Source: an optimization exercise on an open RTL-to-GDS flow (aim: small area and a short achievable clock period). Production flows keep margins and buffers that such runs may drop. In this exercise RTL edits were held to simulation tests only and were not proved equivalent to the original.

==> flow/design.v, too long to show whole: its modules and the start of the top module <==
// module iir_biquad_filter: 1070 lines
// module iir_fa: 10 lines
// module iir_ha: 9 lines
module iir_biquad_filter #(
  parameter int unsigned NB   = 10,
  parameter int unsigned NC   = 10,
  parameter int unsigned FRAC = 9
) (
  input  logic                 CLK,
  input  logic                 RST,
  input  logic signed [NB-1:0] DIN,
  input  logic                 VIN,
  input  logic                 COEF_WE,
  input  logic [2:0]           COEF_ADDR,
  input  logic signed [NC-1:0] COEF_DATA,
  input  logic                 COEF_COMMIT,
  input  logic                 FLUSH,
  input  logic                 BYPASS,
  input  logic                 CLR_SAT,
  output logic signed [NB-1:0] DOUT,
  output logic                 VOUT,
  output logic                 SAT
);
  // ...
==> flow/run.sh <==
#!/bin/bash
# synth_recipe.tcl (not shown) runs the flow's synth.tcl, then flattens the netlist and writes it again
# the make line also repeats each setting of config.mk as NAME=value (left out here)
make -C /OpenROAD-flow-scripts/flow DESIGN_CONFIG=/design/flow/config.mk WORK_HOME=/design/flow/orfs CLKGATE_MAP_FILE= SYNTH_SCRIPT=/design/flow/synth_recipe.tcl finish
==> flow/config.mk <==
export PLATFORM = sky130hd
export DESIGN_NAME = iir_biquad_filter
export DESIGN_NICKNAME = iir_biquad_filter
export VERILOG_FILES = /design/flow/design.v
export SDC_FILE = /design/flow/constraint.sdc
export NUM_CORES = 4
export LEC_CHECK = 0
export ABC_AREA = 1
export CAP_MARGIN = 20
export CORE_MARGIN = 2
export CORE_UTILIZATION = 40
export SLEW_MARGIN = 20
export SYNTH_HIERARCHICAL = 1
export SYNTH_MINIMUM_KEEP_SIZE = 0
==> flow/constraint.sdc <==
create_clock -name core_clock -period 11.0 [get_ports {CLK}]
set_input_delay 2.2000 -clock core_clock [delete_from_list [all_inputs] [get_ports {CLK}]]
set_output_delay 2.2000 -clock core_clock [all_outputs]
set_load 0.01 [all_outputs]
==> impl_results.rst, run 1 <==
.. list-table::
   :header-rows: 1

   * - Metric
     - Value
   * - Number of rows created at floorplan
     - 80
   * - Top flop regs
     - act_q: 50 flops, shd_q: 50 flops, pre_a_q: 21 flops
   * - DP Cell Count
     - 2636
   * - DRC violation count after routing
     - 0
   * - Total number of yosys warnings
     - 10
   * - Layout Nets
     - 2390
   * - Met3 track utilization from global routing
     - 3.991%
   * - Routed wl met2
     - 28220 um
   * - CP max-delay cell
     - o21ai_2
   * - Inverters
     - 227
   * - Filler cells
     - 4567
   * - Instance area after placement
     - 0.02016 mm^2
   * - Post-detailed-route count of antenna-violating nets
     - 0
   * - H-tree depth
     - 4
   * - Cell types with the largest area share after synthesis
     - fa_1 (28%), dfrtp_1 (25%), xor2_1 (9.9%), o22ai_1 (6.3%), nand2_1 (6.3%)
   * - Max_cap viols
     - 0
   * - WL/cell
     - 21.67 um
   * - Crit path from
     - COEF_COMMIT
   * - NonClk Buf Share
     - 3.213%
   * - Vias
     - 14753
   * - Max-slew violation total from the final report
     - 0
   * - Leading post-synthesis cells by instance count
     - nand2_1 (320), fa_1 (265), xor2_1 (217), o22ai_1 (193), dfrtp_1 (188)
   * - Crit end category
     - flip-flop
   * - Cell depth of the worst min-delay path
     - 2
   * - Violation count after the first detailed-routing iteration
     - 1264
   * - Sequential share of cell area
     - 22.66%
   * - Cell group occupying the most layout area
     - multi-input gates
   * - DRT Pass-1 Iters
     - 6
   * - Count of mapped cells out of synthesis
     - 2036
   * - Top-level port count
     - 43
   * - Longest Clk Path Bufs
     - 2
   * - Initial core utilization
     - 40.37%
   * - Run status
     - no timing/DRC/antenna violations
   * - Class of the worst hold path
     - flip-flop to flip-flop
   * - Post-synthesis share of cell area spent on xor and xnor gates
     - 11.32%
   * - Synth top area share
     - 27.64%
   * - Number of tapcells
     - 615
   * - Adder-cell share of the synthesized area
     - 31.16%
   * - Slew at the pin closest to its max-slew limit
     - 803.6 ps
   * - Capture endpoint of the worst hold path
     - act_q[3][8]
   * - Peak Freq
     - 133.1 MHz
==> run 2: changes to the inputs <==
--- a/flow/config.mk
+++ b/flow/config.mk
@@ -10,4 +10,5 @@
 export CORE_MARGIN = 2
 export CORE_UTILIZATION = 40
+export SETUP_SLACK_MARGIN = 5
 export SLEW_MARGIN = 20
 export SYNTH_HIERARCHICAL = 1
==> run 2 against run 1 <==
Still clean on timing, DRC and antenna. Clock-buffer cell count decreased by 1. Register-to-register slack improved by 910 ps. Fmax increased by 20%. Worst setup slack improved by 1300 ps. Clock skew increased by 2.4 ps. Final area increased by 22%. Utilization increased by 9.5 points. Via count increased by 8.7%. Sequential cell count unchanged. Critical path type unchanged. Critical endpoint is now y1_q[8].
==> impl_results.rst, run 2 <==
.. list-table::
   :header-rows: 1

   * - Metric
     - Value
   * - Shortest period the worst path allows
     - 6254 ps (was 7513 ps)
   * - H-tree depth
     - 4 (unchanged)
   * - WL/cell
     - 22.89 um (was 21.67 um)
   * - CP dominant cell by count
     - nand2_2 (was fa_1)
   * - FF+latch count, synth
     - 188 (unchanged)
   * - Total number of yosys warnings
     - 10 (unchanged)
   * - Adder-cell share of the synthesized area
     - 31.16% (unchanged)
   * - Post-synthesis compound-gate area fraction
     - 14.84% (unchanged)
   * - First-pass GRT wire length
     - 98320 um (was 92090 um)
   * - DP Wirelength
     - 47780 um (was 46140 um)
   * - DRT Pass-1 Iters
     - 7 (was 6)
   * - FF-to-FF path depth
     - 30 (was 28)
   * - Multiplexer share of the synthesized area
     - 0% (unchanged)
   * - DRC violation count after routing
     - 0 (unchanged)
   * - Crit end category
     - flip-flop (unchanged)
   * - Cell depth of the worst min-delay path
     - 2 (unchanged)
   * - Pin count of the biggest net entering global routing
     - 78 (was 110)
   * - Post-detailed-route via-to-cell ratio
     - 5.579 (was 5.530)
   * - Layout cell share with drive strength beyond 1
     - 34.69% (was 8.281%)
   * - Total routed wirelength
     - 65800 um (was 57820 um)
   * - Max_cap viols
     - 0 (unchanged)
   * - IO Port Bufs
     - 42 (unchanged)
   * - Post-synthesis cell type count
     - 43 (unchanged)
   * - Skew-Pair Late Insertion Delay
     - 480 ps (was 470 ps)
   * - Largest stage delay, worst path
     - 600 ps (was 710 ps)
   * - Overall die height
     - 223.1 um (unchanged)
   * - Portion of the post-synthesis area used by sequential elements
     - 24.51% (unchanged)
   * - Antenna cell count
     - 0 (unchanged)
   * - Nature of the critical path startpoint
     - input port (unchanged)
   * - Initial antenna violation count
     - 0 (was 1)
   * - Violation count after the first detailed-routing iteration
     - 1467 (was 1264)
   * - Final weighted congestion of routability-driven global placement
     - 0.9752 (was 0.9749)
   * - Die Wd
     - 223.1 um (unchanged)
   * - Leading post-synthesis cells by instance count
     - nand2_1 (320), fa_1 (265), xor2_1 (217), o22ai_1 (193), dfrtp_1 (188) (unchanged)
   * - Via count of the first global-routing pass
     - 16623 (was 15489)
   * - Clock Root Buffer
     - clkbuf_16 (unchanged)
   * - Layout Nets
     - 2597 (was 2390)
   * - Worst path depth
     - 23 (was 14)
   * - EDFF count, synth
     - 0 (unchanged)
   * - Synth top area share
     - 27.64% (unchanged)
   * - Remaining Overflow, GRT
     - 0 (unchanged)
   * - Required time of the critical path
     - 11340 ps (about the same)
   * - Class of the worst hold path
     - flip-flop to flip-flop (unchanged)
   * - Setup CP Type
     - input port to flip-flop (unchanged)
   * - TritonCTS buffer count
     - 17 (unchanged)
   * - Count of mapped cells out of synthesis
     - 2036 (unchanged)
   * - Final worst-path cycle share
     - 56.86% (was 68.30%)
   * - Combinational family with the most area after synthesis
     - adder cells (unchanged)
   * - DIE AREA
     - 0.04975 mm^2 (unchanged)
   * - Top-level port count
     - 43 (unchanged)
   * - Run status
     - no timing/DRC/antenna violations (unchanged)
   * - CTS sink count
     - 188 (unchanged)
   * - Post-detailed-route count of antenna-violating nets
     - 0 (unchanged)
   * - Most repeated cell in the gate-level netlist after synthesis
     - nand2_1 (unchanged)
   * - Highest net fanout along the worst path
     - 5 (was 70)
   * - Post-synthesis simple-gate area fraction
     - 11.10% (unchanged)
   * - Cell types with the largest area share after synthesis
     - fa_1 (28%), dfrtp_1 (25%), xor2_1 (9.9%), o22ai_1 (6.3%), nand2_1 (6.3%) (unchanged)
   * - Longest Clk Path Bufs
     - 2 (unchanged)
   * - Final Hold Viols
     - 0 (unchanged)
   * - Vias
     - 16041 (was 14753)
   * - Proportion of register bits with asynchronous set or reset after synthesis
     - 100.0% (unchanged)
   * - Synthesized area divided by synthesized cell count
     - 9.427 um^2 (unchanged)
   * - DP Cell Count
     - 2628 (was 2636)
   * - Register clock-pin slew on the reported worst setup and hold paths
     - 70 ps (about the same)
   * - Max transition margin
     - 34.67% (was 46.43%)
   * - Leading register cell type out of synthesis
     - dfrtp_1 (unchanged)
   * - RSZ-0062 raised after global routing
     - true (was false)
   * - Area growth from synthesis to layout
     - 31.69% (was 8.155%)
   * - Endpoints failing setup
     - 0 (unchanged)
   * - Post-synthesis share of cell area spent on xor and xnor gates
     - 11.32% (unchanged)
   * - Placeable core area
     - 0.04755 mm^2 (unchanged)
   * - Fin Setup TNS
     - 0 ps (unchanged)
   * - Top library cells by usage in the layout, fill and taps aside
     - nand2_1 (257), dfrtp_1 (188), xor2_1 (185) (was nand2_1 (320), fa_1 (265), xor2_1 (217))
   * - Most area-hungry cell type in the Yosys netlist
     - fa_1 (unchanged)
   * - Final Instance Count excl. Fillers
     - 2875 (was 2668)
   * - Top flop regs
     - act_q: 50 flops, shd_q: 50 flops, pre_a_q: 21 flops (unchanged)
   * - Slew at the pin closest to its max-slew limit
     - 979.9 ps (was 803.6 ps)
   * - CTS Hold Bufs
     - 0 (unchanged)
   * - Worst Path Arrival
     - 6590 ps (was 7850 ps)
   * - Setup slack of the worst register-to-register path
     - 4870 ps (was 3960 ps)
   * - Commonest non-fill, non-tap cell in the layout
     - nand2_1 (unchanged)
   * - CP max-delay cell
     - fa_1 (was o21ai_2)
   * - Number of rows created at floorplan
     - 80 (unchanged)
   * - Initial core utilization
     - 40.37% (unchanged)
   * - Post-Route Hold Slack
     - 483.1 ps (was 482.5 ps)
   * - Total global-route track usage
     - 26.34% (was 24.27%)
   * - Top delay family on crit path
     - adder cells (unchanged)
   * - Post-synthesis instance area
     - 0.01919 mm^2 (unchanged)
   * - Buffers and inverters on the worst path
     - 3 (was 4)
   * - Clock tree from TritonCTS
     - yes (unchanged)
   * - Crit path cell chain
     - buf_12 > clkinvlp_4 > o22ai_2 > xor2_1 > fa_2 > fa_2 > fa_1 > fa_1 > ha_4 > nand2_4 > inv_4 > a21oi_2 > nand2_2 > a21oi_4 > nand2_2 > nand2_2 > nand3_4 > nand2_8 > nand2_8 > nand2_8 > nand2_2 > nand2_1 > o21ai_1 (was buf_2 > buf_4 > o21ai_2 > inv_1 > ha_1 > inv_1 > o22ai_1 > xor2_1 > fa_1 > fa_1 > fa_1 > fa_1 > fa_1 > fa_1)
   * - Max-slew violation total from the final report
     - 0 (unchanged)
   * - Clk_skew
     - 18.36 ps (was 15.92 ps)
   * - Peak Freq
     - 159.9 MHz (was 133.1 MHz)
==> run 2: per-stage QoR <==
stage / area, um^2 / utilization [%] / setup slack [ps]
CTS: 23720 / 49.90 / 4867
global placement: 20680 / 43.49 / 3037
detailed placement: 20680 / 43.49 / 2953
finish: 25280 / 53.16 / 4746
global route: 25280 / 53.16 / 4641
floorplan: 19960 / - / 4454
==> run 2: what timing repair did <==
| item | in CTS | in global routing |
|---|---|---|
| endpoints found under the setup margin | 52 | 38 |
| gates resized for setup | 326 | 224 |
| pin swaps | 131 | 116 |
| setup buffers | 146 | 55 |
| gates cloned | 13 | 0 |
==> run 2: cell families (layout without fill, tap and decap cells) <==
logic type               Yosys count  count (layout)
AO/OA/AOI/OAI                    467             467
XOR/XNOR                         248             248
adder cells (fa/ha/maj)          319             319
buffers and inverters            321             536
flip-flops                       188             188
other                              2               6
AND/OR/NAND/NOR                  491             496
==> run 2: per-layer routing <==
metal,GRT usage (%),part of all wire (%)
met5,0,0
met4,11.60,4.7
met3,3.819,5.9
met2,44.51,49
met1,33.75,41
==> run 2: path summary, 6_finish.rpt <==
kind | startpoint | end
max in group asynchronous | RST | shd_q[3][3]
worst min register to register | dout_q[2] | dout_q[2]
worst max-delay path | DIN[7] | y1_q[8]
worst max register to register | act_q[3][2] | y1_q[8]
worst min-delay path | dout_q[2] | dout_q[2]
min in group asynchronous | RST | act_q[0][7]
==> run 2: worst min-delay path, cell delays in order, from the launching register on <==
cell,delay (ps)
dfrtp_1,350
nand2_1,60
nand2_1,40
==> run 2: area by class of cell <==
class                   instances  area, um^2
fillers                      4081       22270
multi-input cells            1536       15540
flip-flops and latches        188        4705
repair buffers                272        2590
inverters                     227        1052
well taps                     615       769.5
clock buffers                  18       429.2
clock inverters                14       150.1
repair inverters                5       35.03
==> run 2: modules after synthesis, one instance, submodules excluded <==
module	cells	flops+latches	copies in the design	area [um^2]
iir_biquad_filter	1762	188	1	13780
iir_fa	1	0	265	20.02
iir_ha	1	0	9	12.51
==> run 3: changes to the inputs <==
--- a/flow/config.mk
+++ b/flow/config.mk
@@ -6,9 +6,9 @@
 export NUM_CORES = 4
 export LEC_CHECK = 0
-export ABC_AREA = 1
+export ABC_AREA = 0
 export CAP_MARGIN = 20
 export CORE_MARGIN = 2
 export CORE_UTILIZATION = 40
-export SETUP_SLACK_MARGIN = 5
+export SETUP_SLACK_MARGIN = 4.5
 export SLEW_MARGIN = 20
 export SYNTH_HIERARCHICAL = 1
==> run 3 against run 2 <==
Clock skew is 3.5 ps lower. Via count decreased by 13%. Clock-buffer cell count unchanged. Final area fell by 11%. Critical path type unchanged. Global-route usage shrank 2.6 points. Sequential share of layout area increased by 2.4 points. Sequential cell count stayed put. Still clean. Register-to-register slack got worse by 680 ps.
==> impl_results.rst, run 3 <==
.. list-table::
   :header-rows: 1

   * - Metric
     - Value
   * - Commonest non-fill, non-tap cell in the layout
     - fa_1 (was nand2_1)
   * - Shortest period the worst path allows
     - 6865 ps (was 6254 ps)
   * - Initial core utilization
     - 40.58% (was 40.37%)
   * - First-pass GRT wire length
     - 88780 um (was 98320 um)
   * - Top flop regs
     - act_q: 50 flops, shd_q: 50 flops, pre_a_q: 21 flops (unchanged)
   * - Layout Nets
     - 2161 (was 2597)
   * - Remaining Overflow, GRT
     - 0 (unchanged)
   * - Crit path from
     - DIN[7] (unchanged)
   * - Cell types with the largest area share after synthesis
     - fa_1 (28%), dfrtp_1 (25%), xnor2_1 (10%), a22oi_1 (7.2%), mux2_2 (4.2%) (was fa_1 (28%), dfrtp_1 (25%), xor2_1 (9.9%), o22ai_1 (6.3%), nand2_1 (6.3%))
   * - Required time of the critical path
     - 11410 ps (was 11340 ps)
   * - Die Wd
     - 221.3 um (was 223.1 um)
   * - Most area-hungry cell type in the Yosys netlist
     - fa_1 (unchanged)
   * - Synthesized area divided by synthesized cell count
     - 10.86 um^2 (was 9.427 um^2)
   * - Longest Clk Path Bufs
     - 2 (unchanged)
   * - Leading post-synthesis cells by instance count
     - fa_1 (265), xnor2_1 (219), dfrtp_1 (188), a22oi_1 (180), nand2_1 (152) (was nand2_1 (320), fa_1 (265), xor2_1 (217), o22ai_1 (193), dfrtp_1 (188))
   * - Portion of the post-synthesis area used by sequential elements
     - 24.90% (was 24.51%)
   * - Final weighted congestion of routability-driven global placement
     - 0.9825 (was 0.9752)
   * - Top-level port count
     - 43 (unchanged)
   * - Largest stage delay, worst path
     - 600 ps (about the same)
   * - Post-synthesis instance area
     - 0.01889 mm^2 (was 0.01919 mm^2)
   * - Final worst-path cycle share
     - 62.41% (was 56.86%)
   * - Hold_sp
     - shd_q[3][7] (was dout_q[2])
   * - Clock tree from TritonCTS
     - yes (unchanged)
   * - Overall die height
     - 221.3 um (was 223.1 um)
   * - Peak Freq
     - 145.7 MHz (was 159.9 MHz)
   * - Placeable core area
     - 0.04656 mm^2 (was 0.04755 mm^2)
   * - Synth top area share
     - 28.08% (was 27.64%)
   * - IO Port Bufs
     - 42 (unchanged)
   * - CTS sink count
     - 188 (unchanged)
   * - TritonCTS buffer count
     - 17 (unchanged)
   * - Fin Setup TNS
     - 0 ps (unchanged)
   * - Clk_skew
     - 14.91 ps (was 18.36 ps)
   * - Final Hold Viols
     - 0 (unchanged)
   * - EDFF count, synth
     - 0 (unchanged)
   * - Total global-route track usage
     - 23.72% (was 26.34%)
   * - Post-synthesis cell type count
     - 66 (was 43)
   * - Setup CP Type
     - input port to flip-flop (unchanged)
   * - DP Wirelength
     - 43610 um (was 47780 um)
   * - Initial antenna violation count
     - 0 (unchanged)
   * - Max-slew violation total from the final report
     - 0 (unchanged)
   * - DRT Pass-1 Iters
     - 6 (was 7)
   * - Leading register cell type out of synthesis
     - dfrtp_1 (unchanged)
   * - Post-Route Hold Slack
     - 486.9 ps (was 483.1 ps)
   * - Skew-Pair Late Insertion Delay
     - 480 ps (about the same)
   * - Via count of the first global-routing pass
     - 14648 (was 16623)
   * - Count of mapped cells out of synthesis
     - 1740 (was 2036)
   * - Total routed wirelength
     - 57370 um (was 65800 um)
   * - Source of the worst register-to-register timing path
     - act_q[0][6] (was act_q[3][2])
   * - Violation count after the first detailed-routing iteration
     - 1410 (was 1467)
   * - Register clock-pin slew on the reported worst setup and hold paths
     - 70 ps (about the same)
   * - CP max-delay cell
     - fa_2 (was fa_1)
   * - Antenna cell count
     - 0 (unchanged)
   * - Filler cells
     - 4210 (was 4081)
   * - Slew at the pin closest to its max-slew limit
     - 1050 ps (was 979.9 ps)
   * - H-tree depth
     - 4 (unchanged)
   * - PnR worst setup slack
     - 4135 ps (was 4746 ps)
   * - Worst setup slack before clock tree synthesis
     - 2466 ps (was 2953 ps)
   * - FF-to-FF path depth
     - 20 (was 30)
   * - Proportion of register bits with asynchronous set or reset after synthesis
     - 100.0% (unchanged)
   * - WL/cell
     - 23.62 um (was 22.89 um)
   * - Post-detailed-route count of antenna-violating nets
     - 0 (unchanged)
   * - Run status
     - no timing/DRC/antenna violations (unchanged)
   * - FF/Latch Area
     - 0.004711 mm^2 (was 0.004705 mm^2)
   * - Max transition margin
     - 29.76% (was 34.67%)
   * - Endpoints failing setup
     - 0 (unchanged)
   * - Class of the worst hold path
     - flip-flop to flip-flop (unchanged)
   * - Worst Path Arrival
     - 7270 ps (was 6590 ps)
   * - Pin count of the biggest net entering global routing
     - 72 (was 78)
   * - FF+latch count, synth
     - 188 (unchanged)
   * - Vias
     - 14008 (was 16041)
   * - Area growth from synthesis to layout
     - 18.95% (was 31.69%)
   * - Multi-input logic area
     - 0.01459 mm^2 (was 0.01554 mm^2)
   * - Clock Root Buffer
     - clkbuf_16 (unchanged)
   * - Highest net fanout along the worst path
     - 5 (unchanged)
   * - DRC violation count after routing
     - 0 (unchanged)
   * - Number of rows created at floorplan
     - 79 (was 80)
   * - Total number of yosys warnings
     - 10 (unchanged)
   * - RSZ-0062 raised after global routing
     - true (unchanged)
   * - Top library cells by usage in the layout, fill and taps aside
     - fa_1 (234), xnor2_1 (212), dfrtp_1 (183) (was nand2_1 (257), dfrtp_1 (188), xor2_1 (185))
   * - Crit path cell chain
     - buf_8 > buf_12 > buf_4 > a22oi_2 > xnor2_2 > fa_2 > fa_1 > fa_2 > ha_4 > ha_4 > nand4_1 > or3_4 > a21oi_4 > o211ai_1 > a211o_1 > nor4_4 > buf_4 > or4b_1 > nand3_1 (was buf_12 > clkinvlp_4 > o22ai_2 > xor2_1 > fa_2 > fa_2 > fa_1 > fa_1 > ha_4 > nand2_4 > inv_4 > a21oi_2 > nand2_2 > a21oi_4 > nand2_2 > nand2_2 > nand3_4 > nand2_8 > nand2_8 > nand2_8 > nand2_2 > nand2_1 > o21ai_1)
   * - Cell depth of the worst min-delay path
     - 2 (unchanged)
   * - Max_cap viols
     - 0 (unchanged)
   * - Post-detailed-route via-to-cell ratio
     - 5.767 (was 5.579)
   * - Most repeated cell in the gate-level netlist after synthesis
     - fa_1 (was nand2_1)
   * - Crit end category
     - flip-flop (unchanged)
   * - Layout cell share with drive strength beyond 1
     - 23.93% (was 34.69%)
   * - Nature of the critical path startpoint
     - input port (unchanged)
   * - DIE AREA
     - 0.04898 mm^2 (was 0.04975 mm^2)
## run 3: changes by cell type in the layout (fill, tap and decap cells not counted), moves of 70 or more
cell	delta
xnor2_1	+182
a22oi_1	+163
xor2_1	-153
o22ai_1	-119
nand2_1	-112
inv_1	-79
o21ai_0	-70
## run 3: layout make-up
class	count	area share (%)
clock buffers	18	1.954
clock inverters	12	0.5735
repair buffers	174	7.016
well taps	607	3.380
multi-input cells	1362	64.93
flip-flops and latches	188	20.96
inverters	68	1.186
## run 3: path summary, 6_finish.rpt
kind	slack, ps	to
max	4130	dout_q[2]
min	490	act_q[3][7]
max reg2reg	4190	dout_q[2]
min reg2reg	490	act_q[3][7]
max in group asynchronous	7350	y1_q[6]
min in group asynchronous	2280	act_q[3][9]
## run 3: per-stage QoR
step | area [um^2] | cells | utilization, %
2_1_floorplan | 19410 | 1744 | -
3_3_place_gp | 20160 | 2304 | 43.30
3_5_place_dp | 20160 | 2304 | 43.31
4_1_cts | 21850 | 2386 | 46.93
5_1_grt | 22470 | 2429 | 48.27
6_report | 22470 | 2429 | 48.27
## run 3: worst max-delay path: cells and delay by family
family                     cells  cell delay (ps)
AOI/OAI and AO/OA              4              920
xor gates and xnor gates       1              160
adders and majority gates      5             2070
buffers and inverters          4              550
and+or+nand+nor                5             1360
## run 3: Yosys stat by module, one instance, submodules excluded
module             cells  flops+latches
iir_fa                 1              0
iir_ha                 1              0
iir_biquad_filter   1466            188
## run 3: metal layers
layer / wire length, um / vias to the layer above / track usage [%] / share of wire, %
met5: 0 / - / 0 / 0
met4: 1556 / 0 / 6.365 / 2.7
met3: 3566 / 104 / 4.090 / 6.2
met2: 27600 / 521 / 40.04 / 48
met1: 24650 / 7259 / 31.55 / 43
li1: - / 6124 / - / -
## run 3: what timing repair did
action                                  4_1_cts  5_1_grt
pin swaps                                    43       40
endpoints found under the setup margin       51       36
resized for setup                           215       69
setup buffers                                49       43
gates cloned                                  3        0
hold buffers                                  0        0
## run 3: logic make-up (layout without fill, tap and decap cells)
group	count (synthesis)	count (layout)	share of synthesized area, %
buf+inv	194	272	3.928
fa+ha+maj	319	319	31.66
xor+xnor	251	251	11.64
flops	188	188	24.90
other cells	2	6	0.03976
mux	125	125	7.114
simple gates	274	274	6.564
compound gates	387	387	14.15
==> run 4: changes to the inputs <==
--- a/flow/config.mk
+++ b/flow/config.mk
@@ -6,8 +6,8 @@
 export NUM_CORES = 4
 export LEC_CHECK = 0
-export ABC_AREA = 0
+export ABC_AREA = 1
 export CAP_MARGIN = 20
 export CORE_MARGIN = 2
-export CORE_UTILIZATION = 40
+export CORE_UTILIZATION = 55
 export SETUP_SLACK_MARGIN = 4.5
 export SLEW_MARGIN = 20
==> run 4 against run 3 <==
Non-clock buffer count increased by 24. Sequential share of layout area decreased by 0.67 points. Synthesized area increased by 1.6%.
==> impl_results.rst, run 4 <==
.. list-table::
   :header-rows: 1

   * - Metric
     - Value
   * - Worst setup slack before clock tree synthesis
     - 2369 ps (was 2466 ps)
   * - Commonest non-fill, non-tap cell in the layout
     - nand2_1 (was fa_1)
   * - DRC violation count after routing
     - 0 (unchanged)
   * - EDFF count, synth
     - 0 (unchanged)
   * - Nature of the critical path startpoint
     - input port (unchanged)
   * - Count of mapped cells out of synthesis
     - 2036 (was 1740)
   * - Via count of the first global-routing pass
     - 16159 (was 14648)
   * - Number of rows created at floorplan
     - 68 (was 79)
   * - Synthesized area divided by synthesized cell count
     - 9.427 um^2 (was 10.86 um^2)
   * - Final worst-path cycle share
     - 58.49% (was 62.41%)
   * - Proportion of register bits with asynchronous set or reset after synthesis
     - 100.0% (unchanged)
   * - Filler cells
     - 2714 (was 4210)
   * - Slew at the pin closest to its max-slew limit
     - 983.0 ps (was 1050 ps)
   * - Reg-to-reg endpoint
     - y1_q[5] (was dout_q[2])
   * - Class of the worst hold path
     - flip-flop to flip-flop (unchanged)
   * - Antenna cell count
     - 0 (unchanged)
   * - Max transition margin
     - 34.46% (was 29.76%)
   * - Cell types with the largest area share after synthesis
     - fa_1 (28%), dfrtp_1 (25%), xor2_1 (9.9%), o22ai_1 (6.3%), nand2_1 (6.3%) (was fa_1 (28%), dfrtp_1 (25%), xnor2_1 (10%), a22oi_1 (7.2%), mux2_2 (4.2%))
   * - Crit end category
     - flip-flop (unchanged)
   * - Register clock-pin slew on the reported worst setup and hold paths
     - 90 ps (was 70 ps)
   * - DIE AREA
     - 0.03641 mm^2 (was 0.04898 mm^2)
   * - Top library cells by usage in the layout, fill and taps aside
     - nand2_1 (282), fa_1 (229), xor2_1 (203) (was fa_1 (234), xnor2_1 (212), dfrtp_1 (183))
   * - Leading register cell type out of synthesis
     - dfrtp_1 (unchanged)
   * - CTS Hold Bufs
     - 0 (unchanged)
   * - Shortest period the worst path allows
     - 6433 ps (was 6865 ps)
   * - Area growth from synthesis to layout
     - 20.76% (was 18.95%)
   * - Vias
     - 15926 (was 14008)
   * - Most area-hungry cell type in the Yosys netlist
     - fa_1 (unchanged)
   * - Fin Setup TNS
     - 0 ps (unchanged)
   * - Total routed wirelength
     - 63780 um (was 57370 um)
   * - Final Instance Count excl. Fillers
     - 2640 (was 2429)
   * - DR WL met3
     - 4677 um (was 3566 um)
   * - Post-synthesis cell type count
     - 43 (was 66)
   * - TritonCTS buffer count
     - 17 (unchanged)
   * - Highest net fanout along the worst path
     - 5 (unchanged)
   * - Final weighted congestion of routability-driven global placement
     - 0.9882 (was 0.9825)
   * - Top flop regs
     - act_q: 50 flops, shd_q: 50 flops, pre_a_q: 21 flops (unchanged)
   * - Max_cap viols
     - 0 (unchanged)
   * - Layout cell share with drive strength beyond 1
     - 24.03% (was 23.93%)
   * - Die Wd
     - 190.8 um (was 221.3 um)
   * - Portion of the post-synthesis area used by sequential elements
     - 24.51% (was 24.90%)
   * - Post-Route Utilization
     - 67.27% (was 48.27%)
   * - Leading post-synthesis cells by instance count
     - nand2_1 (320), fa_1 (265), xor2_1 (217), o22ai_1 (193), dfrtp_1 (188) (was fa_1 (265), xnor2_1 (219), dfrtp_1 (188), a22oi_1 (180), nand2_1 (152))
   * - Layout Nets
     - 2522 (was 2161)
   * - IO Port Bufs
     - 42 (unchanged)
   * - Placeable core area
     - 0.03446 mm^2 (was 0.04656 mm^2)
   * - Run status
     - no timing/DRC/antenna violations (unchanged)
   * - Initial core utilization
     - 55.70% (was 40.58%)
   * - Initial antenna violation count
     - 0 (unchanged)
   * - Synth top area share
     - 27.64% (was 28.08%)
   * - Setup CP Type
     - input port to flip-flop (unchanged)
   * - Required time of the critical path
     - 11330 ps (was 11410 ps)
   * - DP Wirelength
     - 46770 um (was 43610 um)
   * - Clock Root Buffer
     - clkbuf_16 (unchanged)
   * - Clk_skew
     - 33.94 ps (was 14.91 ps)
   * - Total global-route track usage
     - 35.72% (was 23.72%)
   * - Worst Path Arrival
     - 6770 ps (was 7270 ps)
   * - Pin count of the biggest net entering global routing
     - 80 (was 72)
   * - Routed wl met2
     - 30540 um (was 27600 um)
   * - FF+latch count, synth
     - 188 (unchanged)
   * - Hold_sp
     - shd_q[1][8] (was shd_q[3][7])
   * - CTS sink count
     - 188 (unchanged)
   * - Violation count after the first detailed-routing iteration
     - 1278 (was 1410)
   * - Capture endpoint of the worst hold path
     - shd_q[1][8] (was act_q[3][7])
   * - Setup slack of the worst register-to-register path
     - 4680 ps (was 4190 ps)
   * - PnR worst setup slack
     - 4567 ps (was 4135 ps)
   * - Source of the worst register-to-register timing path
     - y1_q[0] (was act_q[0][6])
   * - Remaining Overflow, GRT
     - 0 (unchanged)
   * - H-tree depth
     - 4 (unchanged)
   * - Post-synthesis instance area
     - 0.01919 mm^2 (was 0.01889 mm^2)
   * - Final Hold Viols
     - 0 (unchanged)
   * - Post-detailed-route via-to-cell ratio
     - 6.033 (was 5.767)
   * - Cell depth of the worst min-delay path
     - 2 (unchanged)
   * - Endpoints failing setup
     - 0 (unchanged)
   * - Post-detailed-route count of antenna-violating nets
     - 0 (unchanged)
   * - Skew-Pair Late Insertion Delay
     - 480 ps (about the same)
   * - DRT Pass-1 Iters
     - 5 (was 6)
   * - Peak Freq
     - 155.4 MHz (was 145.7 MHz)
   * - WL/cell
     - 24.16 um (was 23.62 um)
   * - Top-level port count
     - 43 (unchanged)
   * - FF-to-FF path depth
     - 27 (was 20)
   * - Longest Clk Path Bufs
     - 2 (unchanged)
   * - Max-slew violation total from the final report
     - 0 (unchanged)
   * - DP Cell Count
     - 2465 (was 2304)
   * - Total number of yosys warnings
     - 10 (unchanged)
   * - Clock tree from TritonCTS
     - yes (unchanged)
   * - Most repeated cell in the gate-level netlist after synthesis
     - nand2_1 (was fa_1)
   * - First-pass GRT wire length
     - 96210 um (was 88780 um)
   * - Overall die height
     - 190.8 um (was 221.3 um)
   * - RSZ-0062 raised after global routing
     - true (unchanged)
   * - Max layer used
     - met4 (unchanged)
   * - Post-route met1 wirelength
     - 25120 um (was 24650 um)
[run 4: cell types whose count changed after synthesis, moves of 85 or more]
| cell | before | now |
|---|---|---|
| a22oi_1 | 180 | 8 |
| inv_1 | 64 | 185 |
| nand2_1 | 152 | 320 |
| o21ai_0 | 51 | 136 |
| o22ai_1 | 13 | 193 |
| xnor2_1 | 219 | 31 |
| xor2_1 | 32 | 217 |
[run 4: cell type report]
class                           instances  area (um^2)  area share (%)
Multi-Input combinational cell       1537        14380           62.05
Sequential cell                       188         4705           20.30
Timing Repair Buffer                  198         1861           8.027
Inverter                              227        984.7           4.248
Tap cell                              455        569.3           2.456
Clock buffer                           17        425.4           1.835
Clock inverter                         15        232.7           1.004
Timing Repair inverter                  3        18.77         0.08097
[run 4: worst max path at each step]
stage	from	endpoint	slack, ps	cells after the start
2_1_floorplan	COEF_COMMIT	pre_b_q[10]	4500	17
4_1_cts	DIN[6]	y1_q[3]	4500	23
5_1_grt	DIN[4]	y1_q[3]	4420	27
6_report	DIN[4]	y1_q[5]	4570	25
3_5_place_dp	BYPASS	pre_b_q[10]	2370	13
3_3_place_gp	BYPASS	pre_b_q[10]	2310	13
[run 4: per-module statistics from Yosys (local to each module, per instance)]
module,cell area [um^2],times used,flip-flops and latches
iir_ha,12.51,9,0
iir_fa,20.02,265,0
iir_biquad_filter,13780,1,188
[run 4: metal layers]
metal  GRT usage, %  vias up
met3          5.797      210
met2          59.59      807
met4          16.46        0
met5              0        -
met1          45.78     7960
li1               -     6949
[run 4: what timing repair did]
| action | in CTS | in global routing |
|---|---|---|
| pin swaps | 73 | 74 |
| cloned | 9 | 3 |
| setup buffers | 89 | 42 |
| endpoints found under the setup margin | 52 | 32 |
| hold endpoints to repair | 0 | 0 |
| gates resized for setup | 172 | 155 |
[run 4: critical path, cell delays in order]
cell and delay (ps):
dlygate4sd2_1 240, clkinvlp_4 150, buf_4 160, o22ai_2 150
xor2_1 140, fa_2 390, fa_2 380, fa_2 590
fa_1 450, ha_4 300, ha_4 210, nand2_4 100
inv_1 70, a21oi_1 140, nand2_1 120, a21oi_2 200
nand2_2 90, nand2_2 90, nand3_4 100, nand2_4 120
nand2_8 110, nand2_4 100, nand2_2 50, nand2_1 60
o21ai_1 80
[run 4: logic make-up after synthesis]
family	synth area share, %
buf+inv	7.034
compound gates	14.84
xor+xnor	11.32
fa+ha+maj	31.16
flops	24.51
simple gates	11.10
other cells	0.03913
[run 4: metrics by stage]
stage	area (um^2)	hold WS [ps]
2_1_floorplan	19500	445.5
3_3_place_gp	20040	460.8
3_5_place_dp	20040	469.1
4_1_cts	22210	491.0
5_1_grt	23180	509.2
6_report	23180	487.5
==> run 5: changes to the inputs <==
--- a/flow/config.mk
+++ b/flow/config.mk
@@ -9,5 +9,5 @@
 export CAP_MARGIN = 20
 export CORE_MARGIN = 2
-export CORE_UTILIZATION = 55
+export CORE_UTILIZATION = 40
 export SETUP_SLACK_MARGIN = 4.5
 export SLEW_MARGIN = 20
==> run 5 against run 4 <==
Still clean on timing, DRC and antenna. Clock-buffer cell count increased by 2. Synthesized cell count unchanged. Sequential share of layout area about the same. Register-to-register slack about the same. Critical path type unchanged. Critical endpoint is now y1_q[1]. Highest routed layer unchanged.
==> impl_results.rst, run 5 <==
.. list-table::
   :header-rows: 1

   * - Metric
     - Value
   * - Endpoints failing setup
     - 0 (unchanged)
   * - Skew-Pair Late Insertion Delay
     - 480 ps (about the same)
   * - Max-slew violation total from the final report
     - 0 (unchanged)
   * - Final weighted congestion of routability-driven global placement
     - 0.9522 (was 0.9882)
   * - Placeable core area
     - 0.04755 mm^2 (was 0.03446 mm^2)
   * - Remaining Overflow, GRT
     - 0 (unchanged)
   * - Class of the worst hold path
     - flip-flop to flip-flop (unchanged)
   * - Post-synthesis cell type count
     - 43 (unchanged)
   * - Filler cells
     - 4359 (was 2714)
   * - Cell types with the largest area share after synthesis
     - fa_1 (28%), dfrtp_1 (25%), xor2_1 (9.9%), o22ai_1 (6.3%), nand2_1 (6.3%) (unchanged)
   * - Proportion of register bits with asynchronous set or reset after synthesis
     - 100.0% (unchanged)
   * - Most area-hungry cell type in the Yosys netlist
     - fa_1 (unchanged)
   * - Register clock-pin slew on the reported worst setup and hold paths
     - 80 ps (was 90 ps)
   * - Global-route track usage on met2
     - 42.76% (was 59.59%)
   * - DRC violation count after routing
     - 0 (unchanged)
   * - Initial antenna violation count
     - 0 (unchanged)
   * - FF+latch count, synth
     - 188 (unchanged)
   * - DRT Pass-1 Iters
     - 8 (was 5)
   * - Total number of yosys warnings
     - 10 (unchanged)
   * - DP Wirelength
     - 47320 um (was 46770 um)
   * - Crit end category
     - flip-flop (unchanged)
   * - Global-route met1 utilization
     - 33.47% (was 45.78%)
   * - Highest net fanout along the worst path
     - 5 (unchanged)
   * - Area growth from synthesis to layout
     - 20.86% (was 20.76%)
   * - DIE AREA
     - 0.04975 mm^2 (was 0.03641 mm^2)
   * - RSZ-0062 raised after global routing
     - true (unchanged)
   * - Leading register cell type out of synthesis
     - dfrtp_1 (unchanged)
   * - Synth top area share
     - 27.64% (unchanged)
   * - Final worst-path cycle share
     - 57.91% (was 58.49%)
   * - Top flop regs
     - act_q: 50 flops, shd_q: 50 flops, pre_a_q: 21 flops (unchanged)
   * - Multi-input logic area
     - 0.01427 mm^2 (was 0.01438 mm^2)
   * - Max_cap viols
     - 0 (unchanged)
   * - Commonest non-fill, non-tap cell in the layout
     - nand2_1 (unchanged)
   * - IO Port Bufs
     - 42 (unchanged)
   * - Top-level port count
     - 43 (unchanged)
   * - Run status
     - no timing/DRC/antenna violations (unchanged)
   * - Fin Setup TNS
     - 0 ps (unchanged)
   * - CTS Hold Bufs
     - 0 (unchanged)
   * - Antenna cell count
     - 0 (unchanged)
   * - WL/cell
     - 22.48 um (was 24.16 um)
   * - Nature of the critical path startpoint
     - input port (unchanged)
   * - Pin count of the biggest net entering global routing
     - 79 (was 80)
   * - Via count of the first global-routing pass
     - 15938 (was 16159)
   * - Most repeated cell in the gate-level netlist after synthesis
     - nand2_1 (unchanged)
   * - Portion of the post-synthesis area used by sequential elements
     - 24.51% (unchanged)
   * - Die Wd
     - 223.1 um (was 190.8 um)
   * - Clock tree from TritonCTS
     - yes (unchanged)
   * - Longest Clk Path Bufs
     - 2 (unchanged)
   * - Clock Root Buffer
     - clkbuf_16 (unchanged)
   * - Synthesized area divided by synthesized cell count
     - 9.427 um^2 (unchanged)
   * - Max transition margin
     - 48.31% (was 34.46%)
   * - Met3 track utilization from global routing
     - 3.832% (was 5.797%)
   * - EDFF count, synth
     - 0 (unchanged)
   * - Setup CP Type
     - input port to flip-flop (unchanged)
   * - Post-Route Hold Slack
     - 486.8 ps (was 487.5 ps)
   * - H-tree depth
     - 4 (unchanged)
   * - Clk_skew
     - 19.12 ps (was 33.94 ps)
   * - Shortest period the worst path allows
     - 6370 ps (was 6433 ps)
   * - Layout cell share with drive strength beyond 1
     - 23.87% (was 24.03%)
   * - Post-synthesis instance area
     - 0.01919 mm^2 (unchanged)
   * - Leading post-synthesis cells by instance count
     - nand2_1 (320), fa_1 (265), xor2_1 (217), o22ai_1 (193), dfrtp_1 (188) (unchanged)
   * - Worst Path Arrival
     - 6710 ps (was 6770 ps)
   * - Number of rows created at floorplan
     - 80 (was 68)
   * - Final Hold Viols
     - 0 (unchanged)
   * - Total routed wirelength
     - 63090 um (was 63780 um)
   * - Count of mapped cells out of synthesis
     - 2036 (unchanged)
   * - Peak Freq
     - 157.0 MHz (was 155.4 MHz)
   * - Violation count after the first detailed-routing iteration
     - 1376 (was 1278)
   * - TritonCTS buffer count
     - 17 (unchanged)
   * - Initial core utilization
     - 40.37% (was 55.70%)
   * - Overall die height
     - 223.1 um (was 190.8 um)
   * - Vias
     - 15484 (was 15926)
   * - CTS sink count
     - 188 (unchanged)
   * - First-pass GRT wire length
     - 95810 um (was 96210 um)
   * - FF/Latch Area
     - 0.004708 mm^2 (was 0.004705 mm^2)
   * - Layout Nets
     - 2528 (was 2522)
   * - Post-detailed-route via-to-cell ratio
     - 5.518 (was 6.033)
   * - Total global-route track usage
     - 25.66% (was 35.72%)
   * - Most heavily used metal layer in global routing
     - met2 (unchanged)
   * - Post-detailed-route count of antenna-violating nets
     - 0 (unchanged)
   * - Slew at the pin closest to its max-slew limit
     - 773.7 ps (was 983.0 ps)
   * - Top library cells by usage in the layout, fill and taps aside
     - nand2_1 (291), fa_1 (226), xor2_1 (209) (was nand2_1 (282), fa_1 (229), xor2_1 (203))
   * - Required time of the critical path
     - 11340 ps (was 11330 ps)
run 5: cell types whose count changed in the layout (fill, tap and decap cells not counted), moves of 4 or more:
| cell | before | now |
|---|---|---|
| buf_4 | 125 | 135 |
| buf_6 | 17 | 8 |
| clkbuf_2 | 5 | 10 |
| inv_12 | 4 | 0 |
| inv_6 | 4 | 8 |
| nand2_1 | 282 | 291 |
| nand2_2 | 46 | 39 |
| nand3_1 | 35 | 26 |
| nand3_2 | 7 | 18 |
| o22ai_1 | 164 | 174 |
| o22ai_2 | 24 | 17 |
| xor2_1 | 203 | 209 |
| xor2_2 | 14 | 8 |
run 5: path summary, 6_finish.rpt:
kind / start / to / slack [ps] / depth (start not counted)
setup / recovery: DIN[6] / y1_q[1] / 4630 / 26
hold / removal: dout_q[6] / dout_q[6] / 490 / 2
setup reg to reg: y1_q[0] / y1_q[1] / 4680 / 25
hold reg to reg: dout_q[6] / dout_q[6] / 490 / 2
max in group asynchronous: RST / pre_b_q[14] / 7610 / 3
min in group asynchronous: RST / act_q[0][7] / 2200 / 2
run 5: repair_timing:
action | in CTS | in global routing
buffers inserted | 88 | 48
cloned | 9 | 3
setup endpoints to repair | 51 | 35
gates resized for setup | 140 | 153
pin swaps | 60 | 58
hold endpoints to repair | 0 | 0
run 5: kinds of logic (layout without fill, tap and decap cells):
| kind of cell | after synthesis | in the layout | share of synthesized area [%] |
|---|---|---|---|
| xor+xnor | 248 | 248 | 11.32 |
| buf+inv | 321 | 465 | 7.034 |
| fa+ha+maj | 319 | 319 | 31.16 |
| compound gates | 467 | 468 | 14.84 |
| simple gates | 491 | 497 | 11.10 |
| flops | 188 | 188 | 24.51 |
| other cells | 2 | 6 | 0.03913 |
run 5: worst max-delay path: stages:
cell and delay [ps]:
clkbuf_2 100, clkinvlp_4 230, buf_12 230, o22ai_1 180, xor2_1 140, fa_2 410
fa_2 360, fa_1 530, fa_1 580, ha_4 230, nand2_2 120, inv_1 50
nand2_1 60, nand2_1 110, nand2_1 90, nand2_1 80, nand2_2 100, nand4_1 160
nand2_4 100, nand3_2 110, nand2_4 160, nand2_8 100, nand2_8 90, nand2_1 50
nand2_1 50, o21ai_0 80
run 5: per-layer routing:
metal,share of wire [%],vias up
li1,-,6981
met1,42,7808
met2,48,563
met3,5.9,132
met4,4.2,0
met5,0,-
run 5: final cells by class:
class	count	area share (%)
clock buffer	19	1.953
timing repair buffer	203	8.058
clock inverter	13	0.6365
multi-input combinational	1538	61.52
inverter	227	4.148
tap	615	3.317
timing repair inverter	3	0.07012
sequential	188	20.30
run 5: modules after synthesis (local to each module, per instance):
module	copies in the design	cell area, um^2	flops+latches
iir_biquad_filter	1	13780	188
iir_fa	265	20.02	0
iir_ha	9	12.51	0
run 5: per-stage QoR:
stage	instances	util [%]	instance area, um^2	setup slack [ps]
3_3_place_gp	2625	42.58	20240	2183
4_1_cts	2754	46.71	22210	4483
3_5_place_dp	2625	42.58	20240	2257
5_1_grt	2806	48.79	23200	4456
6_report	2806	48.79	23200	4630
2_1_floorplan	2040	-	19500	4498
==> run 6: changes to the inputs <==
==> flow/flow/run.sh (new file) <==
#!/bin/bash
# Layout flow: the standard flow (standard.sh) with three changes: the
# ports are buffered with a plain buffer cell, timing repair only resizes
# and swaps cells (no buffer insertion or gate cloning), and after global
# routing gates off the critical paths are sized down again. Each step's
# full output goes to a log file of its own in the work folder.
set -euo pipefail
bash standard.sh synth > synth.log 2>&1
bash standard.sh "BUFFER_PORTS_ARGS=-buffer_cell sky130_fd_sc_hd__buf_2" \
  "SETUP_MOVE_SEQUENCE=unbuffer,sizeup,swap" "RECOVER_POWER=100" finish > layout.log 2>&1
==> flow/standard.sh (new file) <==
#!/bin/bash
# synth_recipe.tcl (not shown) runs the flow's synth.tcl, then flattens the netlist and writes it again
# the make line also repeats each setting of config.mk as NAME=value (left out here)
make -C /OpenROAD-flow-scripts/flow DESIGN_CONFIG=/design/flow/config.mk WORK_HOME=/design/flow/orfs CLKGATE_MAP_FILE= SYNTH_SCRIPT=/design/flow/synth_recipe.tcl "${@:-finish}"
removed: flow/run.sh
==> run 6 against run 5 <==
Synthesized area unchanged. The layout now fails its checks (max-capacitance violations, max-slew violations). Critical path depth down 1. First-iteration DRC count down 14%. Via count down 5.6%. Register-to-register slack worse by 1600 ps. Synthesized cell count unchanged. Sequential share of layout area up 1.9 points. Sequential cell count unchanged.
==> impl_results.rst, run 6 <==
.. list-table::
   :header-rows: 1

   * - Metric
     - Value
   * - Run status
     - failed layout checks (was no timing/DRC/antenna violations)
   * - Violated checks
     - max-capacitance violations, max-slew violations
   * - Layout Nets
     - 2383 (was 2528)
   * - Worst setup slack before clock tree synthesis
     - 2757 ps (was 2257 ps)
   * - Max transition margin
     - -167.5% (was 48.31%)
   * - DIE AREA
     - 0.04975 mm^2 (unchanged)
   * - Final weighted congestion of routability-driven global placement
     - 0.9724 (was 0.9522)
   * - IO Port Bufs
     - 42 (unchanged)
   * - Via count of the first global-routing pass
     - 15020 (was 15938)
   * - Cell types with the largest area share after synthesis
     - fa_1 (28%), dfrtp_1 (25%), xor2_1 (9.9%), o22ai_1 (6.3%), nand2_1 (6.3%) (unchanged)
   * - PnR worst setup slack
     - 2401 ps (was 4630 ps)
   * - Commonest non-fill, non-tap cell in the layout
     - nand2_1 (unchanged)
   * - Register clock-pin slew on the reported worst setup and hold paths
     - 80 ps (about the same)
   * - Peak Freq
     - 116.3 MHz (was 157.0 MHz)
   * - Pin count of the biggest net entering global routing
     - 77 (was 79)
   * - Post-synthesis cell type count
     - 43 (unchanged)
   * - Filler cells
     - 4523 (was 4359)
   * - Violation count after the first detailed-routing iteration
     - 1181 (was 1376)
   * - Post-detailed-route count of antenna-violating nets
     - 0 (unchanged)
   * - FF-to-FF path depth
     - 28 (was 25)
   * - Antenna cell count
     - 0 (unchanged)
   * - Die Wd
     - 223.1 um (unchanged)
   * - Required time of the critical path
     - 11330 ps (was 11340 ps)
   * - First-pass GRT wire length
     - 89840 um (was 95810 um)
   * - Crit end category
     - flip-flop (unchanged)
   * - DRT Pass-1 Iters
     - 5 (was 8)
   * - Synth top area share
     - 27.64% (unchanged)
   * - Longest Clk Path Bufs
     - 2 (unchanged)
   * - WL/cell
     - 21.71 um (was 22.48 um)
   * - Top-level port count
     - 43 (unchanged)
   * - Max-slew violation total from the final report
     - 174 (was 0)
   * - Setup CP Type
     - input port to flip-flop (unchanged)
   * - Fin Setup TNS
     - 0 ps (unchanged)
   * - Post-synthesis instance area
     - 0.01919 mm^2 (unchanged)
   * - Endpoint of the most critical setup path
     - y1_q[3] (was y1_q[1])
   * - Setup slack of the worst register-to-register path
     - 3110 ps (was 4680 ps)
   * - Class of the worst hold path
     - flip-flop to flip-flop (unchanged)
   * - Crit path from
     - DIN[7] (was DIN[6])
   * - FF+latch count, synth
     - 188 (unchanged)
   * - Source of the worst register-to-register timing path
     - act_q[3][3] (was y1_q[0])
   * - Layout cell share with drive strength beyond 1
     - 15.05% (was 23.87%)
   * - Portion of the post-synthesis area used by sequential elements
     - 24.51% (unchanged)
   * - RSZ-0062 raised after global routing
     - true (unchanged)
   * - Vias
     - 14612 (was 15484)
   * - Initial antenna violation count
     - 1 (was 0)
   * - Remaining Overflow, GRT
     - 0 (unchanged)
   * - Clock tree from TritonCTS
     - yes (unchanged)
   * - Endpoints failing setup
     - 0 (unchanged)
   * - DRC violation count after routing
     - 0 (unchanged)
   * - DP Wirelength
     - 46640 um (was 47320 um)
   * - Final Hold Viols
     - 0 (unchanged)
   * - Top library cells by usage in the layout, fill and taps aside
     - nand2_1 (298), fa_1 (231), xor2_1 (209) (was nand2_1 (291), fa_1 (226), xor2_1 (209))
   * - Proportion of register bits with asynchronous set or reset after synthesis
     - 100.0% (unchanged)
   * - Clk_skew
     - 15.82 ps (was 19.12 ps)
   * - Initial core utilization
     - 40.37% (unchanged)
   * - Leading post-synthesis cells by instance count
     - nand2_1 (320), fa_1 (265), xor2_1 (217), o22ai_1 (193), dfrtp_1 (188) (unchanged)
   * - Total number of yosys warnings
     - 10 (unchanged)
   * - Post-detailed-route via-to-cell ratio
     - 5.491 (was 5.518)
   * - Final Instance Count excl. Fillers
     - 2661 (was 2806)
   * - Highest net fanout along the worst path
     - 18 (was 5)
   * - Clock Root Buffer
     - clkbuf_16 (unchanged)
   * - CTS Hold Bufs
     - 0 (unchanged)
   * - TritonCTS buffer count
     - 17 (unchanged)
   * - EDFF count, synth
     - 0 (unchanged)
   * - Max_cap viols
     - 3 (was 0)
   * - Area growth from synthesis to layout
     - 10.31% (was 20.86%)
   * - Total routed wirelength
     - 57770 um (was 63090 um)
   * - Nature of the critical path startpoint
     - input port (unchanged)
   * - H-tree depth
     - 4 (unchanged)
   * - Reg-to-reg endpoint
     - y1_q[3] (was y1_q[1])
   * - CTS sink count
     - 188 (unchanged)
   * - Placeable core area
     - 0.04755 mm^2 (unchanged)
   * - Overall die height
     - 223.1 um (unchanged)
   * - Final worst-path cycle share
     - 78.18% (was 57.91%)
   * - Synthesized area divided by synthesized cell count
     - 9.427 um^2 (unchanged)
   * - Number of rows created at floorplan
     - 80 (unchanged)
   * - Most repeated cell in the gate-level netlist after synthesis
     - nand2_1 (unchanged)
   * - Instance area after placement
     - 0.02006 mm^2 (was 0.02024 mm^2)
   * - Top flop regs
     - act_q: 50 flops, shd_q: 50 flops, pre_a_q: 21 flops (unchanged)
   * - Post-Route Hold Slack
     - 483.9 ps (was 486.8 ps)
   * - Slew at the pin closest to its max-slew limit
     - 4012 ps (was 773.7 ps)
   * - Post-Route Utilization
     - 44.53% (was 48.79%)
   * - Worst Path Arrival
     - 8930 ps (was 6710 ps)
   * - Leading register cell type out of synthesis
     - dfrtp_1 (unchanged)
   * - Post-route standard cell area excluding fillers
     - 0.02117 mm^2 (was 0.02320 mm^2)
   * - Count of mapped cells out of synthesis
     - 2036 (unchanged)
   * - Most area-hungry cell type in the Yosys netlist
     - fa_1 (unchanged)
   * - Total global-route track usage
     - 23.92% (was 25.66%)
   * - DP Cell Count
     - 2628 (was 2625)
   * - Skew-Pair Late Insertion Delay
     - 470 ps (was 480 ps)
   * - Number of post-CTS setup repair buffers
     - 0 (was 88)
   * - Shortest period the worst path allows
     - 8599 ps (was 6370 ps)
## run 6: changes by cell type in the layout (fill, tap and decap cells not counted), moves of 13 or more
cell             delta
buf_12             -15
buf_2              +23
buf_4             -121
clkbuf_1           +27
clkdlybuf4s50_1    -28
nand2_2            -13
o22ai_1            +13
## run 6: logic make-up after synthesis
| group | synth area share [%] |
|---|---|
| simple gates | 11.10 |
| compound gates | 14.84 |
| buf+inv | 7.034 |
| fa+ha+maj | 31.16 |
| xor+xnor | 11.32 |
| flops | 24.51 |
| other cells | 0.03913 |
## run 6: Yosys stat by module (local to each module, per instance)
module,flops+latches,cells inside,times used,cell area (um^2)
iir_biquad_filter,188,1762,1,13780
iir_fa,0,1,265,20.02
iir_ha,0,1,9,12.51
## run 6: metal layers
metal / vias up / wire length (um) / GRT usage, %
met5: - / 0 / 0
met1: 7440 / 24950 / 31.92
met3: 90 / 2765 / 3.411
li1: 6656 / - / -
met2: 426 / 28370 / 40.24
met4: 0 / 1683 / 7.772
## run 6: worst min-delay path by stage
stage                startpoint           to  slack (ps)  cells after the start
CTS                   dout_q[0]    dout_q[0]         480                      2
finish                dout_q[0]    dout_q[0]         480                      2
global placement      dout_q[8]    dout_q[8]         460                      2
floorplan           shd_q[1][2]  shd_q[1][2]         450                      2
detailed placement    dout_q[0]    dout_q[0]         460                      2
global route          dout_q[6]    dout_q[6]         510                      2
## run 6: timing repair
action,in CTS,in global routing
gates resized for setup,173,50
pin swaps,61,50
endpoints found under the setup margin,48,40
## run 6: worst max-delay path, stage by stage
cell        delay [ps]
buf_6               70
clkinvlp_2         640
o22ai_1            410
xor2_1             240
fa_1               470
fa_1               520
fa_1               440
fa_2               380
fa_2               340
ha_1               390
nand2_1            200
nor2_4             170
nand2_2             70
nor2_2              90
nand2_2             90
nand3_2             90
nand2_2             50
nand2_1            220
nand3_1            120
nand2_1            370
nand2_8             80
nand2_1            960
nand2_4             80
nand2_1            130
o21ai_1            100
## run 6: layout make-up
cell class / instances / area, um^2 / area share [%]
Sequential cell: 188 / 4707 / 22.23
Clock buffer: 18 / 429.2 / 2.027
Inverter: 227 / 923.4 / 4.361
Clock inverter: 14 / 176.4 / 0.8333
Tap cell: 615 / 769.5 / 3.635
Timing Repair Buffer: 68 / 384.1 / 1.814
Multi-Input combinational cell: 1531 / 13780 / 65.10
==> run 7: changes to the inputs <==
==> flow/flow/run.sh (replaced) <==
#!/bin/bash
# Layout flow: the standard flow (standard.sh) with two changes: the
# ports are buffered with a plain buffer cell, and timing repair only resizes
# and swaps cells (no buffer insertion or gate cloning). Each step's full
# output goes to a log file of its own in the work folder.
set -euo pipefail
bash standard.sh synth > synth.log 2>&1
bash standard.sh "BUFFER_PORTS_ARGS=-buffer_cell sky130_fd_sc_hd__buf_2" \
  "SETUP_MOVE_SEQUENCE=unbuffer,sizeup,swap" finish > layout.log 2>&1
--- a/flow/config.mk
+++ b/flow/config.mk
@@ -10,5 +10,5 @@
 export CORE_MARGIN = 2
 export CORE_UTILIZATION = 40
-export SETUP_SLACK_MARGIN = 4.5
+export SETUP_SLACK_MARGIN = 5
 export SLEW_MARGIN = 20
 export SYNTH_HIERARCHICAL = 1
==> run 7 against run 6 <==
Now clean on timing, DRC and antenna. First-iteration DRC count up 12%. Routed wire length up 0.91%. Die area unchanged. Clock skew down 3.0 ps. Via count up 1.3%. Register-to-register slack better by 1600 ps. Worst hold slack about the same. Global-route usage up 0.25 points. Final area up 4.5%. Non-clock buffer count down 1. Critical path type unchanged. Highest routed layer unchanged.
==> impl_results.rst, run 7 <==
.. list-table::
   :header-rows: 1

   * - Metric
     - Value
   * - Class of the worst hold path
     - flip-flop to flip-flop (unchanged)
   * - Overall die height
     - 223.1 um (unchanged)
   * - Cell depth of the worst min-delay path
     - 2 (unchanged)
   * - Synthesized area divided by synthesized cell count
     - 9.427 um^2 (unchanged)
   * - Reg-to-reg endpoint
     - y1_q[1] (was y1_q[3])
   * - Leading post-synthesis cells by instance count
     - nand2_1 (320), fa_1 (265), xor2_1 (217), o22ai_1 (193), dfrtp_1 (188) (unchanged)
   * - Capture endpoint of the worst hold path
     - shd_q[4][1] (was dout_q[0])
   * - Count of mapped cells out of synthesis
     - 2036 (unchanged)
   * - Post-Route Hold Slack
     - 483.7 ps (was 483.9 ps)
   * - Filler cells
     - 4406 (was 4523)
   * - Run status
     - no timing/DRC/antenna violations (was failed layout checks)
   * - Top delay family on crit path
     - adder cells (was simple AND/OR/NAND/NOR gates)
   * - FF+latch count, synth
     - 188 (unchanged)
   * - Nature of the critical path startpoint
     - input port (unchanged)
   * - Register clock-pin slew on the reported worst setup and hold paths
     - 70 ps (was 80 ps)
   * - Antenna cell count
     - 0 (unchanged)
   * - Required time of the critical path
     - 11340 ps (was 11330 ps)
   * - Layout Nets
     - 2382 (was 2383)
   * - DP Cell Count
     - 2627 (was 2628)
   * - Number of post-CTS setup repair buffers
     - 0 (unchanged)
   * - DIE AREA
     - 0.04975 mm^2 (unchanged)
   * - Max-slew violation total from the final report
     - 0 (was 174)
   * - Highest net fanout along the worst path
     - 52 (was 18)
   * - Vias
     - 14801 (was 14612)
   * - Max transition margin
     - 35.51% (was -167.5%)
   * - Buffers and inverters on the worst path
     - 3 (was 2)
   * - Shortest period the worst path allows
     - 6739 ps (was 8599 ps)
   * - Slew at the pin closest to its max-slew limit
     - 967.3 ps (was 4012 ps)
   * - Portion of the post-synthesis area used by sequential elements
     - 24.51% (unchanged)
   * - Longest Clk Path Bufs
     - 2 (unchanged)
   * - Peak Freq
     - 148.4 MHz (was 116.3 MHz)
   * - Setup slack of the worst register-to-register path
     - 4710 ps (was 3110 ps)
   * - Die Wd
     - 223.1 um (unchanged)
   * - Endpoints failing setup
     - 0 (unchanged)
   * - Layout cell share with drive strength beyond 1
     - 23.08% (was 15.05%)
   * - DRC violation count after routing
     - 0 (unchanged)
   * - Hold_sp
     - shd_q[4][1] (was dout_q[0])
   * - Leading register cell type out of synthesis
     - dfrtp_1 (unchanged)
   * - Initial antenna violation count
     - 0 (was 1)
   * - Proportion of register bits with asynchronous set or reset after synthesis
     - 100.0% (unchanged)
   * - Post-synthesis cell type count
     - 43 (unchanged)
   * - Clock tree from TritonCTS
     - yes (unchanged)
   * - EDFF count, synth
     - 0 (unchanged)
   * - Number of rows created at floorplan
     - 80 (unchanged)
   * - H-tree depth
     - 4 (unchanged)
   * - Final weighted congestion of routability-driven global placement
     - 0.9520 (was 0.9724)
   * - Top library cells by usage in the layout, fill and taps aside
     - nand2_1 (276), xor2_1 (208), fa_1 (189) (was nand2_1 (298), fa_1 (231), xor2_1 (209))
   * - IO Port Bufs
     - 42 (unchanged)
   * - Worst Path Arrival
     - 7070 ps (was 8930 ps)
   * - Clock Root Buffer
     - clkbuf_16 (unchanged)
   * - Fin Setup TNS
     - 0 ps (unchanged)
   * - Most repeated cell in the gate-level netlist after synthesis
     - nand2_1 (unchanged)
   * - DRT Pass-1 Iters
     - 6 (was 5)
   * - Cell types with the largest area share after synthesis
     - fa_1 (28%), dfrtp_1 (25%), xor2_1 (9.9%), o22ai_1 (6.3%), nand2_1 (6.3%) (unchanged)
   * - DP Wirelength
     - 46690 um (was 46640 um)
   * - Remaining Overflow, GRT
     - 0 (unchanged)
   * - Max_cap viols
     - 0 (was 3)
   * - WL/cell
     - 21.91 um (was 21.71 um)
   * - Total routed wirelength
     - 58290 um (was 57770 um)
   * - Top flop regs
     - act_q: 50 flops, shd_q: 50 flops, pre_a_q: 21 flops (unchanged)
   * - Via count of the first global-routing pass
     - 15418 (was 15020)
   * - Most area-hungry cell type in the Yosys netlist
     - fa_1 (unchanged)
   * - Final Instance Count excl. Fillers
     - 2660 (was 2661)
   * - TritonCTS buffer count
     - 17 (unchanged)
   * - RSZ-0062 raised after global routing
     - true (unchanged)
   * - Clk_skew
     - 12.79 ps (was 15.82 ps)
   * - Placeable core area
     - 0.04755 mm^2 (unchanged)
   * - Area growth from synthesis to layout
     - 15.28% (was 10.31%)
## run 7: logic make-up (layout without fill, tap and decap cells)
family          after synthesis  count (layout)  share of synthesized area (%)
compound gates              467             467                          14.84
xor+xnor                    248             248                          11.32
fa+ha+maj                   319             319                          31.16
buf+inv                     321             326                          7.034
flops                       188             188                          24.51
other cells                   2               6                        0.03913
simple gates                491             491                          11.10
## run 7: worst max path at each step
stage	start	endpoint	slack (ps)	cells after the start
2_1_floorplan	COEF_COMMIT	pre_b_q[10]	4450	16
3_3_place_gp	COEF_COMMIT	pre_b_q[10]	3040	13
3_5_place_dp	COEF_COMMIT	pre_b_q[10]	2990	13
4_1_cts	COEF_COMMIT	pre_b_q[10]	4290	13
5_1_grt	COEF_COMMIT	pre_b_q[10]	4160	13
6_report	COEF_COMMIT	pre_b_q[12]	4260	13
## run 7: cell type report
class,count,area [um^2],area share [%]
flip-flops and latches,188,4710,21.28
repair buffers,67,494.2,2.234
clock buffers,18,429.2,1.940
inverters,227,1005,4.541
clock inverters,14,171.4,0.7747
multi-input cells,1531,14550,65.75
well taps,615,769.5,3.478
## run 7: Yosys stat by module, one instance, submodules excluded
module | flops+latches | copies in the design | cells inside | area (um^2)
iir_ha | 0 | 9 | 1 | 12.51
iir_fa | 0 | 265 | 1 | 20.02
iir_biquad_filter | 188 | 1 | 1762 | 13780
## run 7: through the flow
| step | util, % | cell area (um^2) | setup slack, ps |
|---|---|---|---|
| 2_1_floorplan | - | 19960 | 4454 |
| 3_3_place_gp | 43.05 | 20470 | 3035 |
| 3_5_place_dp | 43.05 | 20470 | 2986 |
| 4_1_cts | 45.43 | 21600 | 4292 |
| 5_1_grt | 46.54 | 22130 | 4159 |
| 6_report | 46.54 | 22130 | 4261 |
## run 7: timing repair
action,in CTS,in global routing
setup endpoints to repair,50,46
pin swaps,44,54
gates resized for setup,132,121
## run 7: worst reg2reg max path, delay by kind of cell, from the launching register on
family,cells,cell delay (ps)
xor gates and xnor gates,1,230
and+or+nand+nor,14,1470
buffers and inverters,2,180
DFF,1,440
AOI/OAI and AO/OA,2,230
adders and majority gates,9,3620
## run 7: routing by layer
metal	share of wire [%]	vias up	track usage [%]
met5	0	-	0
met3	4.7	120	3.279
met4	4.0	0	9.028
met1	43	7494	31.70
met2	49	522	40.89
li1	-	6665	-

[re-timing with driven ports]
The flow's constraints put no driver on any port. The routed layouts listed below were extracted and timed again, unchanged, in two steps.
Step 1 assumes that a clkbuf_16 drives the clock port and a buf_2 every other input.
Step 2 adds t to the input delays and takes it off the output delays; t is the mean of the earliest and latest rising clock arrival at the registers after step 1. Input paths then give back, and output paths get back, about the clock's delay inside the block.
Three values: ideal ports, drivers, drivers and shift; two values: the first two.
run | t, ns | setup slack, ns | clock arrival spread, ns | cell pins on the clock port's net
run 1 | 0.515 | 3.487 / 3.523 / 3.008 | 0.016 / 0.016 | 1
run 2 | 0.518 | 4.746 / 4.735 / 4.217 | 0.018 / 0.018 | 1
run 3 | 0.519 | 4.135 / 4.145 / 3.626 | 0.016 / 0.016 | 1
run 4 | 0.523 | 4.567 / 4.601 / 4.078 | 0.034 / 0.034 | 1
run 5 | 0.528 | 4.630 / 4.628 / 4.101 | 0.019 / 0.019 | 1
run 6 | 0.516 | 2.401 / 2.412 / 1.896 | 0.019 / 0.019 | 1
run 7 | 0.510 | 4.261 / 4.264 / 3.754 | 0.014 / 0.014 | 1
